From an optimization exercise on the open Yosys and OpenROAD flow, aimed at small area, a short achievable clock period and few clock cycles per item; shortcuts taken in it are not production practice. No run shown here included a check of the RTL's function; only the layout flow was run. Power and IR drop assume default switching activity.

==> flow/design.v <==
module alu_seq #(
  parameter int WIDTH = 32,
  parameter int CNT_W = $clog2(WIDTH) + 1
) (
  input  logic             clk,
  input  logic             rst_n,
  input  logic             in_valid,
  output logic             in_ready,
  input  logic [WIDTH-1:0] a,
  input  logic [WIDTH-1:0] b,
  input  logic [3:0]       alu_control,
  output logic             out_valid,
  input  logic             out_ready,
  output logic [WIDTH-1:0] result,
  output logic [3:0]       alu_flags,
  output logic             busy
);
  localparam logic [3:0] OP_ADD  = 4'b0000;
  localparam logic [3:0] OP_SUB  = 4'b0001;
  localparam logic [3:0] OP_MUL  = 4'b0010;
  localparam logic [3:0] OP_DIV  = 4'b0011;
  localparam logic [3:0] OP_ASR  = 4'b1011;
  localparam logic [3:0] OP_ROTL = 4'b1100;
  localparam logic [3:0] OP_ROTR = 4'b1101;
  localparam logic [3:0] OP_ADD8 = 4'b1110;
  localparam logic [3:0] OP_MUL8 = 4'b1111;
  function automatic logic [5:0] blen(input logic [31:0] x);
    blen = '0;
    for (int i = 0; i < 32; i++) begin
      if (x[i]) blen = 6'(i + 1);
    end
  endfunction
  function automatic logic [31:0] rotl(input logic [31:0] x, input logic [4:0] k);
    rotl = x;
    if (k[0]) rotl = {rotl[30:0], rotl[31]};
    if (k[1]) rotl = {rotl[29:0], rotl[31:30]};
    if (k[2]) rotl = {rotl[27:0], rotl[31:28]};
    if (k[3]) rotl = {rotl[23:0], rotl[31:24]};
    if (k[4]) rotl = {rotl[15:0], rotl[31:16]};
  endfunction
  localparam bit SIMD = 1'b1;
  logic        v_e;
  logic [3:0]  op_e;
  logic [31:0] ra, rb, rq;
  logic [5:0]  la, lb;
  logic [4:0]  cnt;
  logic        ph;
  logic        ovf;
  logic [31:0] result_q;
  logic [1:0]  cv_q;
  logic        simd_q;
  logic        accept, w_block, e_fin, e_go;
  logic [31:0] e_res;
  logic        e_c, e_v;
  logic        is_mul, is_simd, is_sub;
  logic [31:0] pp [4];
  logic [31:0] s1, c1, s2, c2, s3, c3, c1s, c2s, c3s;
  logic [31:0] topm, keep;
  logic        lost;
  logic        mul_last;
  logic [31:0] ra_sh, rb_sh;
  always_comb begin
    topm = is_simd ? 32'h8080_8080 : 32'h8000_0000;
    keep = is_simd ? 32'hFEFE_FEFE : 32'hFFFF_FFFE;
    lost = 1'b0;
    for (int k = 0; k < 4; k++) begin
      pp[k] = '0;
      for (int j = 0; j < 32; j++) begin
        if (j + k < 32) begin
          if (is_simd && ((j + k) / 8 != j / 8)) begin
            lost = lost | (ra[j] & rb[8 * (j / 8) + k]);
          end else begin
            pp[k][j + k] = ra[j] & (is_simd ? rb[8 * (j / 8) + k] : rb[k]);
          end
        end else begin
          lost = lost | (ra[j] & (is_simd ? rb[24 + k] : rb[k]));
        end
      end
    end
    s1  = rq ^ pp[0] ^ pp[1];
    c1  = (rq & pp[0]) | (rq & pp[1]) | (pp[0] & pp[1]);
    s2  = pp[2] ^ pp[3] ^ s1;
    c2  = (pp[2] & pp[3]) | (pp[2] & s1) | (pp[3] & s1);
    c1s = (c1 << 1) & keep;
    c2s = (c2 << 1) & keep;
    s3  = s2 ^ c1s ^ c2s;
    c3  = (s2 & c1s) | (s2 & c2s) | (c1s & c2s);
    c3s = (c3 << 1) & keep;
    lost = lost | (|((c1 | c2 | c3) & topm));
    if (is_simd) begin
      for (int i = 0; i < 4; i++) begin
        ra_sh[8*i +: 8] = {ra[8*i +: 4], 4'b0};
        rb_sh[8*i +: 8] = {4'b0, rb[8*i+4 +: 4]};
        lost = lost | ((|ra[8*i+4 +: 4]) & (|rb[8*i+4 +: 4]));
      end
    end else begin
      ra_sh = {ra[27:0], 4'b0};
      rb_sh = {4'b0, rb[31:4]};
      lost  = lost | ((|ra[31:28]) & (|rb[31:4]));
    end
    mul_last = (rb_sh == '0);
  end
  logic [31:0] ad_x, ad_y;
  logic        gx;
  logic [35:0] ad_s;
  logic [31:0] sum;
  logic        cout, lane_c;
  always_comb begin
    ad_x = is_mul ? s3 : ra;
    ad_y = is_mul ? c3s : (is_sub ? ~rb : rb);
    gx   = !is_simd;
    ad_s = {1'b0, ad_x[31:24], gx, ad_x[23:16], gx, ad_x[15:8], gx, ad_x[7:0]}
         + {1'b0, ad_y[31:24], 1'b0, ad_y[23:16], 1'b0, ad_y[15:8], 1'b0, ad_y[7:0]}
         + {35'b0, is_sub};
    sum    = {ad_s[34:27], ad_s[25:18], ad_s[16:9], ad_s[7:0]};
    cout   = ad_s[35];
    lane_c = ad_s[35] | (is_simd & (ad_s[8] | ad_s[17] | ad_s[26]));
  end
  logic [6:0]  dsh;       
  logic [4:0]  rot_k;
  logic [31:0] rot_x, rot;
  logic [31:0] fillm;
  logic        sgn;
  logic [31:0] asr_res;
  always_comb begin
    dsh   = {1'b0, la} - {1'b0, lb};
    rot_x = (op_e == OP_DIV) ? rb : ra;
    case (op_e)
      OP_ROTL: rot_k = rb[4:0];
      OP_DIV:  rot_k = dsh[4:0];
      default: rot_k = 5'd0 - rb[4:0];
    endcase
    rot     = rotl(rot_x, rot_k);
    fillm   = ~(32'hFFFF_FFFF >> rb[4:0]);
    sgn     = ra[31];
    asr_res = (|rb[31:5]) ? {32{sgn}} : ((rot & ~fillm) | ({32{sgn}} & fillm));
  end
  always_comb begin
    e_fin = 1'b1;
    e_res = '0;
    e_c   = 1'b0;
    e_v   = 1'b0;
    case (op_e)
      OP_ADD: begin
        e_res = sum;
        e_c   = cout;
        e_v   = (ra[31] == rb[31]) && (sum[31] != ra[31]);
      end
      OP_SUB: begin
        e_res = sum;
        e_c   = !cout;
        e_v   = (ra[31] != rb[31]) && (sum[31] != ra[31]);
      end
      OP_DIV: begin
        if (!ph) begin
          e_fin = (lb == 6'd0) || dsh[6];
          e_res = (lb == 6'd0) ? 32'hFFFF_FFFF : 32'h0;
          e_v   = (lb == 6'd0);
        end else begin
          e_fin = (cnt == 5'd0);
          e_res = {rq[30:0], cout};
        end
      end
      4'b0100: e_res = ra | rb;
      4'b0101: e_res = ra & rb;
      4'b0110: e_res = ~ra;
      4'b0111: e_res = ~(ra | rb);
      4'b1000: e_res = ~(ra & rb);
      4'b1001: e_res = ra ^ rb;
      4'b1010: e_res = ~(ra ^ rb);
      OP_ASR:  e_res = asr_res;
      OP_ROTL: e_res = rot;
      OP_ROTR: e_res = rot;
      OP_ADD8: begin
        if (SIMD) begin
          e_res = sum;
          e_c   = lane_c;
          e_v   = lane_c;
        end
      end
      default: begin    
        if (is_mul) begin
          e_fin = mul_last;
          e_res = sum;
          e_v   = ovf | lost | lane_c;
        end
      end
    endcase
  end
  assign w_block   = out_valid && !out_ready;
  assign e_go      = v_e && e_fin && !w_block;
  assign in_ready  = !v_e || e_go;
  assign accept    = in_valid && in_ready;
  assign busy      = v_e && !out_valid;
  assign result    = result_q;
  assign alu_flags = {simd_q ? (result_q[7] | result_q[15] | result_q[23] | result_q[31])
                              : result_q[31],
                       (result_q == 32'h0), cv_q};
  always_ff @(posedge clk) begin
    if (!rst_n) begin
      v_e       <= 1'b0;
      out_valid <= 1'b0;
    end else begin
      if (accept)    v_e <= 1'b1;
      else if (e_go) v_e <= 1'b0;
      if (e_go)           out_valid <= 1'b1;
      else if (out_ready) out_valid <= 1'b0;
    end
  end
  always_ff @(posedge clk) begin
    if (e_go) begin
      result_q <= e_res;
      cv_q     <= {e_c, e_v};
      simd_q   <= is_simd;
    end
  end
  always_ff @(posedge clk) begin
    if (accept) begin
      op_e    <= alu_control;
      is_mul  <= (alu_control == OP_MUL) || (SIMD && alu_control == OP_MUL8);
      is_simd <= SIMD && ((alu_control == OP_ADD8) || (alu_control == OP_MUL8));
      is_sub  <= (alu_control == OP_SUB) || (alu_control == OP_DIV);
      ra   <= a;
      rb   <= b;
      rq   <= '0;
      la   <= blen(a);
      lb   <= blen(b);
      ph   <= 1'b0;
      ovf  <= 1'b0;
    end else if (v_e && !e_fin) begin
      if (is_mul) begin
        ra  <= ra_sh;
        rb  <= rb_sh;
        rq  <= sum;
        ovf <= ovf | lost | lane_c;
      end else if (!ph) begin
        rb  <= rot;
        cnt <= dsh[4:0];
        ph  <= 1'b1;
      end else begin
        if (cout) ra <= sum;
        rb  <= rb >> 1;
        rq  <= {rq[30:0], cout};
        cnt <= cnt - 5'd1;
      end
    end
  end
endmodule
==> flow/run.sh <==
#!/bin/bash
# synth_recipe.tcl (not shown) runs the flow's synth.tcl, then flattens the netlist and writes it again
# the make line also repeats each setting of config.mk as NAME=value (left out here)
make -C /OpenROAD-flow-scripts/flow DESIGN_CONFIG=/design/flow/config.mk WORK_HOME=/design/flow/orfs CLKGATE_MAP_FILE= SYNTH_SCRIPT=/design/flow/synth_recipe.tcl finish
==> flow/config.mk <==
export PLATFORM = sky130hd
export DESIGN_NAME = alu_seq
export DESIGN_NICKNAME = alu_seq
export VERILOG_FILES = /design/flow/design.v
export SDC_FILE = /design/flow/constraint.sdc
export NUM_CORES = 4
export LEC_CHECK = 0
export ABC_CLOCK_PERIOD_IN_PS = 4000
export CAP_MARGIN = 20
export CORE_MARGIN = 2
export CORE_UTILIZATION = 40
export SETUP_SLACK_MARGIN = 4.5
export SLEW_MARGIN = 20
==> flow/constraint.sdc <==
create_clock -name core_clock -period 9.0 [get_ports {clk}]
set_input_delay 1.8000 -clock core_clock [delete_from_list [all_inputs] [get_ports {clk}]]
set_output_delay 1.8000 -clock core_clock [all_outputs]
set_load 0.01 [all_outputs]
==> results.sh, run 1 <==
export IMPL_total_power_uw=8650
export IMPL_synth_top_family_by_area="compound AO/OA/AOI/OAI gates"
export IMPL_place_hpwl_mm=90.8
export IMPL_yosys_area_share_simple_pct=17.3
export IMPL_path_clk_slew_ps=80
export IMPL_seq_area_um2=4420
export IMPL_hold_ws_ps=509
export IMPL_seqPwrFrac_pct=12.9
export IMPL_setup_slack_ps=3290
export IMPL_vias_per_cell=6.98
export IMPL_dieArea_um2=55200
export IMPL_fmax_mhz=175
export IMPL_netlist_instances=2750
export IMPL_p_int_uw=4040
export IMPL_route_detailed_drc=0
export IMPL_multi_input_area_um2=17500
export IMPL_leakagePower_uw=0.0109
export IMPL_core_um2=52700
export IMPL_gp_congestion=1.08
export IMPL_top_layer="met5"
export IMPL_swShare_pct=53.3
export IMPL_rows=84
export IMPL_synthXorXnorAreaFrac_pct=2.83
export IMPL_die_x_um=235
export IMPL_worst_slew_pin_slew_ps=1380
export IMPL_p_per_area_nw_per_um2=313
export IMPL_layout_drive_gt1_share_pct=21.9
export IMPL_met1Wirelength_mm=46.3
export IMPL_period_needed_ps=5710
export IMPL_ir_drop_uv=202
export IMPL_nFillCells=4917
export IMPL_syn_nets=3024
export IMPL_drt_first_pass_iters=6
export IMPL_setup_viol=0
export IMPL_drtAntennaViolNets=0
export IMPL_synth_seq_area_share_pct=20.7
export IMPL_yosys_most_used_dff="edfxtp_1"
export IMPL_critPathKind="flop to flop"
export IMPL_finalWirelength_mm=127
export IMPL_grt_pass1_wl_mm=176
export IMPL_period_share_pct=63.5
export IMPL_layout_common_cells="277 x nand2_1, 252 x nor2_1, 224 x a21oi_1"
export IMPL_cts_buffer_depth=2
export IMPL_end_kind="flop"
export IMPL_rsz0062_at_grt="true"
export IMPL_cts_sinks=159
export IMPL_outcome="timing/DRC/antenna clean"
export IMPL_grt_overflow=0
export IMPL_yosys_top_cells_area="edfxtp_1 17%, fa_1 8.6%, mux2i_1 7.0%, a21oi_1 6.5%, ha_1 6.4%"
export IMPL_grtUsageTotal_pct=44.4
export IMPL_synth_compound_area_share_pct=28.3
export IMPL_postSynthAreaPerCell_um2=7.76
export IMPL_synthDistinctLibCells=93
export IMPL_htree_num_levels=4
export IMPL_yosys_area_share_adder_pct=15.1
export IMPL_crit_required_ps=9230
export IMPL_initial_core_util_pct=40.5
export IMPL_synth_area_um2=21400
export IMPL_whs_path_depth=1
export IMPL_report_final_slew_viol_count=0
export IMPL_netlist_area_leader_share_pct=17.3
export IMPL_reg2reg_depth=21
export IMPL_pwr_share_clk_pct=9.2
export IMPL_combinationalPowerShare_pct=78.0
export IMPL_grt_max_degree=73
export IMPL_dr_wl_met3_mm=16.5
export IMPL_grt_pass1_vias=23800
export IMPL_worstPathArrival_ps=5940
export IMPL_port_buffers=110
export IMPL_drtIter0Drc=3699
export IMPL_route_met2_wl_mm=52.7
export IMPL_worst_setup_path_start_kind="flop"
export IMPL_nNetsFinal=3217
export IMPL_clock_skew_ps=22.4
export IMPL_slew_headroom_pct=8.15
export IMPL_fin_setup_tns_ps=0
export IMPL_area_delta_synth_final_pct=29.7
export IMPL_cts_tree="done"
export IMPL_wl_per_cell_um=34.8
export IMPL_clk_latency_ps=530
export IMPL_yosys_register_bits=159
export IMPL_root_buffer="clkbuf_16"
export IMPL_holdBufCountCts=0
export IMPL_final_core_util_pct=52.6
export IMPL_yosys_area_top_type="edfxtp_1"
export IMPL_final_common_cell="nand2_1"
export IMPL_switchingPower_uw=4610
export IMPL_num_vias=25500
export IMPL_dieHeight_um=235
export IMPL_yosysWarningCount=2
export IMPL_synth_area_mux_share_pct=8.83
export IMPL_crit_fanout=6
export IMPL_synthArstFlopShare_pct=0
export IMPL_place_ws_ps=2070
export IMPL_antenna_found_initial=6
export IMPL_cts_made_buffers=17
export IMPL_drv_cap=0
export IMPL_synth_edf_count=123
export IMPL_boundaryPins=111
export IMPL_hold_viol=0
export IMPL_holdCritPathClass="flop to flop"
==> critical path, cell delays in order (launching register included) <==
cell,delay [ps]
edfxtp_1,490
clkinv_4,140
nor2_4,70
a21oi_4,220
buf_4,170
nor2_1,50
fa_1,490
inv_1,60
fa_1,570
fa_1,430
a21oi_1,190
ha_1,530
a21oi_2,150
nand2b_1,210
nor3_2,90
o21a_2,240
a211o_1,330
and3_4,210
a311oi_4,200
buf_6,160
nor2_2,40
o31a_1,360
==> stage by stage <==
stage,instances,area [um2]
after floorplan,2750,21600
after global placement,3418,23300
after detailed placement,3421,23300
after CTS,3598,26600
after global routing,3645,27700
final,3647,27700
==> layout make-up <==
cell class	instances	share of cell area, %
Multi-Input combinational cell	2214	63.3
Timing Repair Buffer	380	13.0
Inverter	171	2.40
Antenna cell	3	0.0271
Clock inverter	15	0.692
Tap cell	688	3.11
Sequential cell	159	16.0
Clock buffer	17	1.54
==> logic make-up (layout without fill, tap and decap cells) <==
logic type	count (synthesis)	count (layout)
multiplexers	178	178
XOR/XNOR	69	69
flip-flops	159	159
AND/OR/NAND/NOR	828	828
buffers and inverters	377	583
other	0	3
adder cells (fa/ha/maj)	202	202
AO/OA/AOI/OAI	937	937
==> routing by layer <==
metal / vias up / track usage (%)
li1: 10400 / -
met1: 12300 / 55.6
met2: 2123 / 64.5
met3: 564 / 13.9
met4: 4 / 31.4
met5: - / 0
==> cell usage after synthesis (24+ instances only) <==
cell type,number
o22ai_1,27
nand3_1,59
a211oi_1,45
mux2i_1,150
clkbuf_1,131
a221oi_1,26
edfxtp_1,123
nor3_1,47
xor2_1,34
buf_1,34
a21o_1,26
xnor2_1,35
nor4_1,27
a21oi_1,277
ha_1,110
buf_2,33
o21ai_0,216
dfxtp_1,36
a31oi_1,39
fa_1,92
o211ai_1,32
o221ai_1,24
nor2_1,288
nand2_1,288
inv_1,165
==> worst paths after layout <==
kind	to	slack, ps	startpoint
setup reg to reg	result_q[28]$_DFFE_PP_	3290	rb[0]$_DFFE_PP_
hold reg to reg	ovf$_SDFFE_PP0P_	510	ovf$_SDFFE_PP0P_
hold / removal	ovf$_SDFFE_PP0P_	510	ovf$_SDFFE_PP0P_
setup / recovery	result_q[28]$_DFFE_PP_	3290	rb[0]$_DFFE_PP_
==> power by group through the flow <==
| stage | Clock, uW | Combinational, uW | Sequential (uW) |
|---|---|---|---|
| after floorplan | 0 | 2760 | 1050 |
| after global placement | 0 | 4330 | 1190 |
| after detailed placement | 0 | 4360 | 1190 |
| after CTS | 797 | 5780 | 1100 |
| after global routing | 823 | 6970 | 1110 |
| final | 794 | 6750 | 1110 |
==> registers in the layout (all words and copies together) (netlist names) <==
signal,cells
is_simd,1
lb,6
out_valid,1
v_e,1
ph,1
la,6
ovf,1
result_q,32
rq,32
cnt,5
op_e,4
cv_q,2
simd_q,1
is_mul,1
is_sub,1
rb,32
ra,32
==> timing repair <==
item,in CTS,in global routing
buffers inserted,141,46
endpoints found under the setup margin,190,145
pin swaps,121,85
gates cloned,4,0
resized for setup,315,145
==> run 2: changes to the inputs <==
--- a/flow/config.mk
+++ b/flow/config.mk
@@ -6,8 +6,6 @@
 export NUM_CORES = 4
 export LEC_CHECK = 0
-export ABC_CLOCK_PERIOD_IN_PS = 4000
 export CAP_MARGIN = 20
 export CORE_MARGIN = 2
 export CORE_UTILIZATION = 40
-export SETUP_SLACK_MARGIN = 4.5
 export SLEW_MARGIN = 20
==> run 2 against run 1 <==
Combinational power fell by 33%. Critical path depth did not move. Sequential power rose by 5%. Non-clock buffer count fell by 203. Highest routed layer unchanged. Synthesized cell count did not move. Flip-flop and latch count did not move. Largest power group unchanged. Largest cell class unchanged. Cell count fell by 5.6%. Clock skew rose by 3.9 ps. Fmax fell by 27%. Die area did not move.
==> results.sh, run 2 <==
export IMPL_report_final_slew_viol_count=0
export IMPL_pwr_share_clk_pct=12.2
export IMPL_area_delta_synth_final_pct=11.1
export IMPL_p_per_area_nw_per_um2=274
export IMPL_slew_headroom_pct=20.0
export IMPL_hold_viol=0
export IMPL_worst_slew_pin_slew_ps=1190
export IMPL_final_common_cell="nand2_1"
export IMPL_setup_viol=0
export IMPL_grt_pass1_wl_mm=160
export IMPL_drv_cap=0
export IMPL_cts_resized=0
export IMPL_nFillCells=5310
export IMPL_max_stage_delay_ps=870
export IMPL_seq_area_um2=4420
export IMPL_postSynthAreaPerCell_um2=7.76
export IMPL_synthDistinctLibCells=93
export IMPL_yosysWarningCount=2
export IMPL_grt_overflow=0
export IMPL_holdBufCountCts=0
export IMPL_cts_setup_buffers=0
export IMPL_rows=84
export IMPL_fmax_mhz=129
export IMPL_finalWirelength_mm=113
export IMPL_ir_drop_uv=176
export IMPL_netlist_instances=2750
export IMPL_crit_required_ps=9230
export IMPL_dieArea_um2=55200
export IMPL_multi_input_area_um2=15500
export IMPL_gp_congestion=1.06
export IMPL_outcome="timing/DRC/antenna clean"
export IMPL_initial_core_util_pct=40.5
export IMPL_total_power_uw=6510
export IMPL_htree_num_levels=4
export IMPL_seqPwrFrac_pct=17.9
export IMPL_synth_seq_area_share_pct=20.7
export IMPL_syn_nets=3024
export IMPL_layout_common_cells="287 x nand2_1, 283 x nor2_1, 276 x a21oi_1"
export IMPL_layout_drive_gt1_share_pct=6.83
export IMPL_grt_pass1_vias=22100
export IMPL_antenna_found_initial=9
export IMPL_grtUsageTotal_pct=39.9
export IMPL_port_buffers=110
export IMPL_synthArstFlopShare_pct=0
export IMPL_period_needed_ps=7780
export IMPL_place_hpwl_mm=85.7
export IMPL_leakagePower_uw=0.00939
export IMPL_boundaryPins=111
export IMPL_cts_tree="done"
export IMPL_root_buffer="clkbuf_16"
export IMPL_holdCritPathClass="flop to flop"
export IMPL_worst_setup_path_start_kind="flop"
export IMPL_num_vias=23900
export IMPL_drtAntennaViolNets=0
export IMPL_crit_top_cell="fa_1"
export IMPL_route_detailed_drc=0
export IMPL_die_x_um=235
export IMPL_rsz0062_at_grt="false"
export IMPL_critPathKind="flop to flop"
export IMPL_yosys_top_cells_area="edfxtp_1 17%, fa_1 8.6%, mux2i_1 7.0%, a21oi_1 6.5%, ha_1 6.4%"
export IMPL_end_kind="flop"
export IMPL_drt_first_pass_iters=8
export IMPL_synth_edf_count=123
export IMPL_worstPathArrival_ps=8010
export IMPL_cts_sinks=159
export IMPL_period_share_pct=86.5
export IMPL_p_int_uw=2770
export IMPL_switchingPower_uw=3740
export IMPL_synth_common_cells="288 x nand2_1, 288 x nor2_1, 277 x a21oi_1, 216 x o21ai_0, 165 x inv_1"
export IMPL_vias_per_cell=6.96
export IMPL_grt_max_degree=139
export IMPL_crit_chain="buf_4, nor2_1, a21oi_1, nor2_1, fa_1, inv_1, fa_1, inv_1, fa_1, nand2_1, o21ai_0, ha_1, and4b_1, nand3_1, a211oi_1, o2111ai_1, a2111oi_1, o31ai_1, and2_1, o21ai_4, buf_16"
export IMPL_core_um2=52700
export IMPL_fin_setup_tns_ps=0
export IMPL_netlist_area_leader_share_pct=17.3
export IMPL_cts_buffer_depth=2
export IMPL_crit_fanout=19
export IMPL_drtIter0Drc=3763
export IMPL_swShare_pct=57.5
export IMPL_slowest_stage="a2111oi_1"
export IMPL_clk_latency_ps=530
export IMPL_combinationalPowerShare_pct=69.9
export IMPL_wl_per_cell_um=32.8
export IMPL_dieHeight_um=235
export IMPL_cts_made_buffers=17
export IMPL_yosys_area_top_type="edfxtp_1"
export IMPL_path_clk_slew_ps=80
export IMPL_yosys_register_bits=159
export IMPL_yosys_most_used_dff="edfxtp_1"
export IMPL_nNetsFinal=3014
export IMPL_clock_skew_ps=26.4
export IMPL_synth_area_um2=21400
run 2: area by class of cell:
class / count / area share, %
antenna: 2 / 0.0211
clock buffer: 17 / 1.79
clock inverter: 15 / 0.786
inverter: 171 / 2.72
multi-input combinational: 2214 / 65.5
sequential: 159 / 18.6
tap: 688 / 3.63
timing repair buffer: 177 / 6.95
run 2: through the flow:
step / std cells / hold WS, ps / utilization (%) / area, um2 / setup slack, ps
after floorplan: 2750 / 464 / - / 21400 / 975
after global placement: 3407 / 483 / 43.8 / 23100 / 1460
after detailed placement: 3408 / 486 / 43.9 / 23100 / 1450
after CTS: 3440 / 505 / 45.0 / 23700 / 1430
after global routing: 3441 / 532 / 45.1 / 23700 / 912
final: 3443 / 498 / 45.1 / 23700 / 1220
run 2: cell families (layout without fill, tap and decap cells):
kind of cell,Yosys count,count (layout),share of synthesized area (%)
buf+inv,377,380,6.98
simple gates,828,828,17.3
compound gates,937,937,28.3
mux,178,178,8.83
flops,159,159,20.7
fa+ha+maj,202,202,15.1
xor+xnor,69,69,2.83
other cells,0,2,0
run 2: worst paths after layout:
path,startpoint,endpoint,slack [ps],depth (start not counted)
worst min-delay path,ovf$_SDFFE_PP0P_,ovf$_SDFFE_PP0P_,500,1
worst max register to register,is_simd$_DFFE_PP_,ra[27]$_DFFE_PP_,1220,21
worst max-delay path,is_simd$_DFFE_PP_,ra[27]$_DFFE_PP_,1220,21
worst min register to register,ovf$_SDFFE_PP0P_,ovf$_SDFFE_PP0P_,500,1
run 2: critical path, delay by kind of cell (launching register included):
| family | cells | cell delay (ps) |
|---|---|---|
| buffers and inverters | 4 | 630 |
| adders and majority gates | 4 | 1810 |
| and+or+nand+nor | 6 | 1050 |
| DFF | 1 | 350 |
| AOI/OAI and AO/OA | 7 | 3620 |
run 2: layer usage:
layer  vias to the layer above  GRT usage (%)  share of wire (%)
li1                      10000              -                  -
met1                     11600           52.5                 39
met2                      1873           57.2                 41
met3                       409           10.4                 12
met4                         8           26.6                7.9
met5                         -              0              0.051
run 2: power groups by stage:
stage	Combinational [uW]	Sequential, uW	Clock, uW
6_report	4550	1160	795
5_1_grt	4750	1160	821
4_1_cts	4310	1150	799
3_5_place_dp	4300	1160	0
3_3_place_gp	4270	1160	0
2_1_floorplan	2670	1050	0

## port drivers added, routing unchanged
In the flow no input, the clock included, has a driving cell. The finished layouts below were timed again as built, in two steps. Step 1: set_driving_cell puts a clkbuf_16 on clk and a buf_2 on each other input, an assumption about the parent block. Step 2, shift: input delay + t, output delay - t, t = (earliest + latest rising clock arrival at the registers) / 2. This alone moves slack from input paths to output paths. a / b / c = ideal ports / drivers / drivers and shift; a / b = the first two.
run	t, ns	setup WS [ns]	latest minus earliest clock arrival (ns)	slew at the worst register clock pin (ns)
run 1	0.585	3.289 / 3.289 / 3.289	0.024 / 0.023	0.09 / 0.09
run 2	0.577	1.219 / 1.219 / 1.219	0.026 / 0.026	0.09 / 0.09
After both steps every run listed still meets setup and hold.
